Source: an optimization exercise on an open RTL-to-GDS flow (aim: small area, a short achievable clock period and few clock cycles). Production flows keep margins and buffers that such runs may drop. Where RTL was checked, it was by simulation tests only, not by an equivalence proof against the original.

==> flow/design.v (excerpt) <==
module aes_inv_key_sched (
    input  logic         clk,
    input  logic         rst_n,
    input  logic         clear,
    input  logic [127:0] key_in,
    input  logic         key_valid,
    output logic         key_ready,
    output logic [127:0] rk_out,
    output logic [3:0]   rk_round,
    output logic         rk_valid,
    input  logic         rk_ready,
    output logic         rk_last,
    output logic         busy
);
    logic [127:0] key_reg;
    logic [3:0]   ctr;
    logic         busy_q, ready_q, emit_q, last_q;
    logic         run_q;    
    logic         dir_q;    
    logic [31:0]  w0, w1, w2, w3;
    logic [31:0]  sbox_in, rot, sub, t;
    logic [7:0]   rcon;     
    logic [31:0]  n0, n1, n2, n3, t_f;
    logic         e, f;
    assign w0 = key_reg[127:96];
    assign w1 = key_reg[95:64];
    assign w2 = key_reg[63:32];
    assign w3 = key_reg[31:0];
    assign sbox_in = w3 ^ ({32{dir_q}} & w2);
    assign rot     = {sbox_in[23:0], sbox_in[31:24]};
    for (genvar b = 0; b < 4; b++) begin : g_sbox
        aes_sbox u_sbox (
            .a (rot[8*b +: 8]),
            .y (sub[8*b +: 8])
        );
    end
    assign t = sub ^ {rcon, 24'h000000};
    assign e   = !dir_q || rk_ready;
    assign f   = !dir_q;    
    assign t_f = {32{f}} & t;
    assign n0 = w0 ^ ({32{e}} & t);
    assign n1 = w1 ^ ({32{e}} & w0) ^ t_f;
    assign n2 = w2 ^ ({32{e}} & w1) ^ ({32{f}} & n0);
    assign n3 = w3 ^ ({32{e}} & w2) ^ ({32{f}} & n1);
    always_ff @(posedge clk) key_reg <= run_q ? {n0, n1, n2, n3} : key_in;
    logic rcon_last;
    assign rcon_last = rcon[5] && rcon[2];    
    always_ff @(posedge clk) begin
        if (!run_q)                       rcon <= 8'h01;
        else if (!dir_q) begin
            if (!rcon_last)               rcon <= {rcon[6:0], 1'b0} ^ (rcon[7] ? 8'h1b : 8'h00);
        end else if (rk_ready)            rcon <= rcon[0] ? ({1'b1, rcon[7:1]} ^ 8'h0d) : {1'b0, rcon[7:1]};
    end
  ...
export LEC_CHECK = 0
export CAP_MARGIN = 20
export CORE_MARGIN = 2
export CORE_UTILIZATION = 40
export SLEW_MARGIN = 20
create_clock -name core_clock -period 25.0 [get_ports {clk}]
standard.sh (not shown) runs the stock make flow with config.mk's settings and CLKGATE_MAP_FILE= SYNTH_SCRIPT=/design/flow/synth_recipe.tcl, a recipe that flattens the netlist after the stock synthesis.
==> flow/flow/run.sh <==
#!/bin/bash
# The standard layout (standard.sh), with these changes:
#  - synthesis maps logic with an area-oriented ABC script (flow/area.abc)
#    instead of ORFS's speed script; everything else in synthesis is as in
#    synth_recipe.tcl (same register mapping, flattening and renaming);
#  - the port buffers are buf_1 cells (repair_timing upsizes those on critical paths);
#  - repair_timing works to a setup margin of MARGIN ns (the SDC and its
#    clock period are unchanged).
set -euo pipefail
D=$(pwd)
MARGIN=$(cat flow/margin.txt)
{ cat flow/my_abc.tcl; cat synth_recipe.tcl; } > my_synth.tcl
sed 's#/synth_recipe.tcl#/my_synth.tcl#' standard.sh > my_standard.sh
export MY_ABC_SCRIPT=$D/flow/area.abc
export BUFFER_PORTS_ARGS="-buffer_cell sky130_fd_sc_hd__buf_1"
export SETUP_SLACK_MARGIN=$MARGIN
bash my_standard.sh > standard.log 2>&1
==> flow/flow/area.abc <==
strash
&get -n
&st
&dch -f
&nf -a -R 1000
&put
==> flow/flow/margin.txt <==
18.7
==> flow/flow/my_abc.tcl <==
proc abc {args} {
  set i [lsearch -exact $args -script]
  if {$i >= 0 && [info exists ::env(MY_ABC_SCRIPT)]} { lset args [expr {$i+1}] $::env(MY_ABC_SCRIPT) }
  set j [lsearch -exact $args -D]
  if {$j >= 0 && [info exists ::env(MY_ABC_NO_D)]} { set args [lreplace $args $j [expr {$j+1}]] }
  yosys abc {*}$args
}
The baseline produced a clean layout.
Testbench counts at the start, summed over its fixed seeds: cycles 7,040.
Then changed:
==> flow/flow/margin.txt (replaced) <==
18.5
--- a/flow/config.mk
+++ b/flow/config.mk
@@ -10,0 +11 @@
+export CTS_BUF_LIST = sky130_fd_sc_hd__clkbuf_8 sky130_fd_sc_hd__clkbuf_16
- count of clock-buffer cells in the layout does not change
- critical path depth is unchanged
- sequential share of layout area rises by 0.46 points
- first-iteration DRC count falls by 5.4%
- fmax falls by 0.70%
- non-clock buffer count falls by 4
- routed wire length rises by 1.1%
- cell area falls by 2.2%
- cell count hardly moves

* * *

Another version of the RTL of aes_inv_key_sched (not shown whole).
For scale: ~1500 cells after synthesis, roughly 150 flip-flops, about 270 I/O pins, about 11000 sq um of cells after synthesis.
export LEC_CHECK = 0
export CAP_MARGIN = 20
export CORE_MARGIN = 2
export CORE_UTILIZATION = 40
export CTS_BUF_LIST = sky130_fd_sc_hd__clkbuf_8
export SLEW_MARGIN = 20
create_clock -name core_clock -period 25.0 [get_ports {clk}]
==> flow/flow/margin.txt <==
18.5
Scripts as last shown in full above: flow/flow/run.sh, flow/flow/area.abc, flow/flow/my_abc.tcl
The starting point completed without violations.
==> next run, changes <==
--- a/flow/flow/run.sh
+++ b/flow/flow/run.sh
@@ -6,0 +7,2 @@
+#  - before the placement-stage repair_design, a fanout limit of 16 is set
+#    (flow/pre_resize.tcl) so that high-fanout nets get buffer trees;
@@ -16,0 +19 @@
+export PRE_RESIZE_TCL=$D/flow/pre_resize.tcl
==> flow/flow/pre_resize.tcl (new file) <==
set_max_fanout 16 [current_design]
Effect: Sequential cell count stays the same. Die area stays the same. Utilization came out higher by 4.5 points. Worst setup slack barely changes. Synthesized area is unchanged. Final cell count went up by about 3.3%. Critical path depth went up by 3.
No run of this note included a check of the RTL's function; only the layout flow was run.

* * *

## garnet
aes_inv_key_sched with an RTL version that a note above also has.
Size in the first run: about 1500 cells after synthesis, about 150 flip-flops, ~270 I/O pins, roughly 0.011 mm^2 of cells after synthesis.
export LEC_CHECK = 0
export CAP_MARGIN = 20
export CORE_MARGIN = 2
export CORE_UTILIZATION = 40
export CTS_BUF_LIST = sky130_fd_sc_hd__clkbuf_8
export CTS_CLUSTER_SIZE = 12
export SLEW_MARGIN = 20
create_clock -name core_clock -period 25.0 [get_ports {clk}]
==> flow/flow/run.sh <==
#!/bin/bash
# The standard layout (standard.sh), with these changes:
#  - synthesis maps logic with an area-oriented ABC script (flow/area.abc)
#    instead of ORFS's speed script; everything else in synthesis is as in
#    synth_recipe.tcl (same register mapping, flattening and renaming);
#  - the port buffers are buf_1 cells (repair_timing upsizes those on critical paths);
#  - repair_timing works to a setup margin of MARGIN ns (the SDC and its
#    clock period are unchanged).
set -euo pipefail
D=$(pwd)
MARGIN=$(cat flow/margin.txt)
{ cat flow/my_abc.tcl; cat synth_recipe.tcl; } > my_synth.tcl
sed 's#/synth_recipe.tcl#/my_synth.tcl#' standard.sh > my_standard.sh
export MY_ABC_SCRIPT=$D/flow/area.abc
export BUFFER_PORTS_ARGS="-buffer_cell sky130_fd_sc_hd__buf_1"
export SETUP_SLACK_MARGIN=$MARGIN
bash my_standard.sh > standard.log 2>&1
Scripts as last shown in full above: flow/flow/area.abc, flow/flow/margin.txt, flow/flow/my_abc.tcl
garnet went all the way through synthesis, placement and routing and the layout is clean on timing, DRC and antenna.
Testbench counts of garnet, summed over its fixed seeds: cycles 7,040.
> inputs changed (garnet -> indigo)
- CTS_CLUSTER_SIZE: 12 -> unset
- CTS_BUF_LIST: sky130_fd_sc_hd__clkbuf_8 -> unset
-- flow/flow/area.abc --
<<< garnet, line 7
>>> indigo, line 7
topo
stime -c
buffer -c
upsize -c
dnsize -c
### Flow results
Between indigo and garnet, it is indigo whose minimum clock period after layout is higher, by 0.13 ns.
On netlist area before placement, the lower figure sits with garnet, not indigo.
Taking garnet as the reference, in indigo cell area has increased; number of rows in the core area has increased; detailed placement HPWL has increased; global placement routability congestion has decreased; count of clock-buffer cells in the layout has increased.
Delta(compound-cell area share of the yosys netlist, indigo - garnet) < 0
Re antenna diode count: garnet was lower than indigo.
[inputs] xenon vs indigo
==> flow/flow/margin.txt <==
18.7
## What came out
- xenon completed every stage of the flow, and the final layout passed the timing, design-rule and antenna checks.
- xenon against indigo: sum of net half-perimeters after detailed placement rose by 1.1%; final cell count rose 0.50%; wire length of the first global-routing pass went up by about 1.1%.
- Comparing xenon and indigo, the higher number of cells on the worst reg-to-reg path is on indigo.
- [compare] base=indigo new=xenon: met1 track demand over resource shows an increase of 0.54 points; worst setup margin shows an increase of 0.16 ns; share of cells above drive strength 1 shows an increase of 1.2 points.
For harbor, these inputs were changed with respect to xenon:
- putting CTS_BUF_LIST at sky130_fd_sc_hd__clkbuf_4 sky130_fd_sc_hd__clkbuf_8 where nothing was set
==> flow/flow/area.abc <==
strash
&get -n
&st
&dch -f
&nf -a -R 1000
&put
==> flow/flow/margin.txt <==
18.5
## What came out
Diff xenon and harbor: count of antenna diodes in the layout higher in xenon
harbor vs xenon — die width dropped about 3.3%.
Ratio of cells with drive above 1 in the final layout delta for harbor relative to xenon: 3.5 points lower
Looking at fraction of met3 tracks used by global routing, harbor sits below xenon.
Of xenon and harbor, the run reporting the higher sequential share of cell area was harbor.
The met2 track utilization from global routing reported for harbor is greater than that of xenon by 0.62 points.
Relative to harbor, the following input files were edited for cedar:
- changing CTS_BUF_LIST from sky130_fd_sc_hd__clkbuf_4 sky130_fd_sc_hd__clkbuf_8 to sky130_fd_sc_hd__clkbuf_8
Findings:
harbor -> cedar: final wirelength delta 0, exact match. cedar -> harbor: net count after synthesis delta 0, exact match. Diff harbor..cedar | flip-flop and latch count after synthesis | negligible. For number of setup violations in the final report, harbor and cedar come out practically identical. harbor → cedar: worst-margin pin slew roughly the same, final cell count held, die area essentially unchanged. Worst setup slack came out exactly the same in harbor and cedar. Between harbor and cedar, the difference in x dimension of the die is negligible.

port drivers added, routing unchanged:
The flow's constraints put no driver on any port. The routed layouts listed below were extracted and timed again, unchanged, in two steps. Step 1 (the two cells are an assumption about what drives the block):
set clk [get_ports {clk}]
set_driving_cell -lib_cell sky130_fd_sc_hd__clkbuf_16 $clk
set_driving_cell -lib_cell sky130_fd_sc_hd__buf_2 [delete_from_list [all_inputs] $clk]
Step 2 adds t to the input delays and takes it off the output delays; t is the mean of the earliest and latest rising clock arrival at the registers after step 1. Input paths then give back, and output paths get back, about the clock's delay inside the block. Slacks: ideal / step 1 / step 2; pairs: ideal / step 1.
| run | t (ns) | setup slack, ns | latest minus earliest clock arrival (ns) | worst slew at a driven data input, ns | cell pins on the clock port's net |
|---|---|---|---|---|---|
| the first run of note 1 | 0.491 | 18.785 / 18.761 / 18.319 | 0.017 / 0.017 | 0.09 | 1 |
| the second run of note 1 | 0.475 | 18.742 / 18.767 / 18.292 | 0.014 / 0.014 | 0.09 | 1 |
| the first run of note 2 | 0.518 | 18.643 / 18.664 / 18.146 | 0.018 / 0.017 | 0.06 | 1 |
| the second run of note 2 | 0.502 | 18.643 / 18.664 / 18.161 | 0.020 / 0.021 | 0.07 | 1 |
| garnet | 0.504 | 18.765 / 18.788 / 18.284 | 0.022 / 0.022 | 0.09 | 1 |
| indigo | 0.491 | 18.640 / 18.663 / 18.172 | 0.013 / 0.013 | 0.08 | 1 |
| xenon | 0.484 | 18.800 / 18.779 / 18.334 | 0.011 / 0.011 | 0.09 | 1 |
| harbor | 0.504 | 18.765 / 18.788 / 18.284 | 0.022 / 0.022 | 0.09 | 1 |
| cedar | 0.504 | 18.765 / 18.788 / 18.284 | 0.022 / 0.022 | 0.09 | 1 |
After both steps setup and hold are still met in every run listed. For the first run of note 2, which loses most, drivers alone change the setup slack by +0.021 ns; drivers and shift together by -0.497 ns.
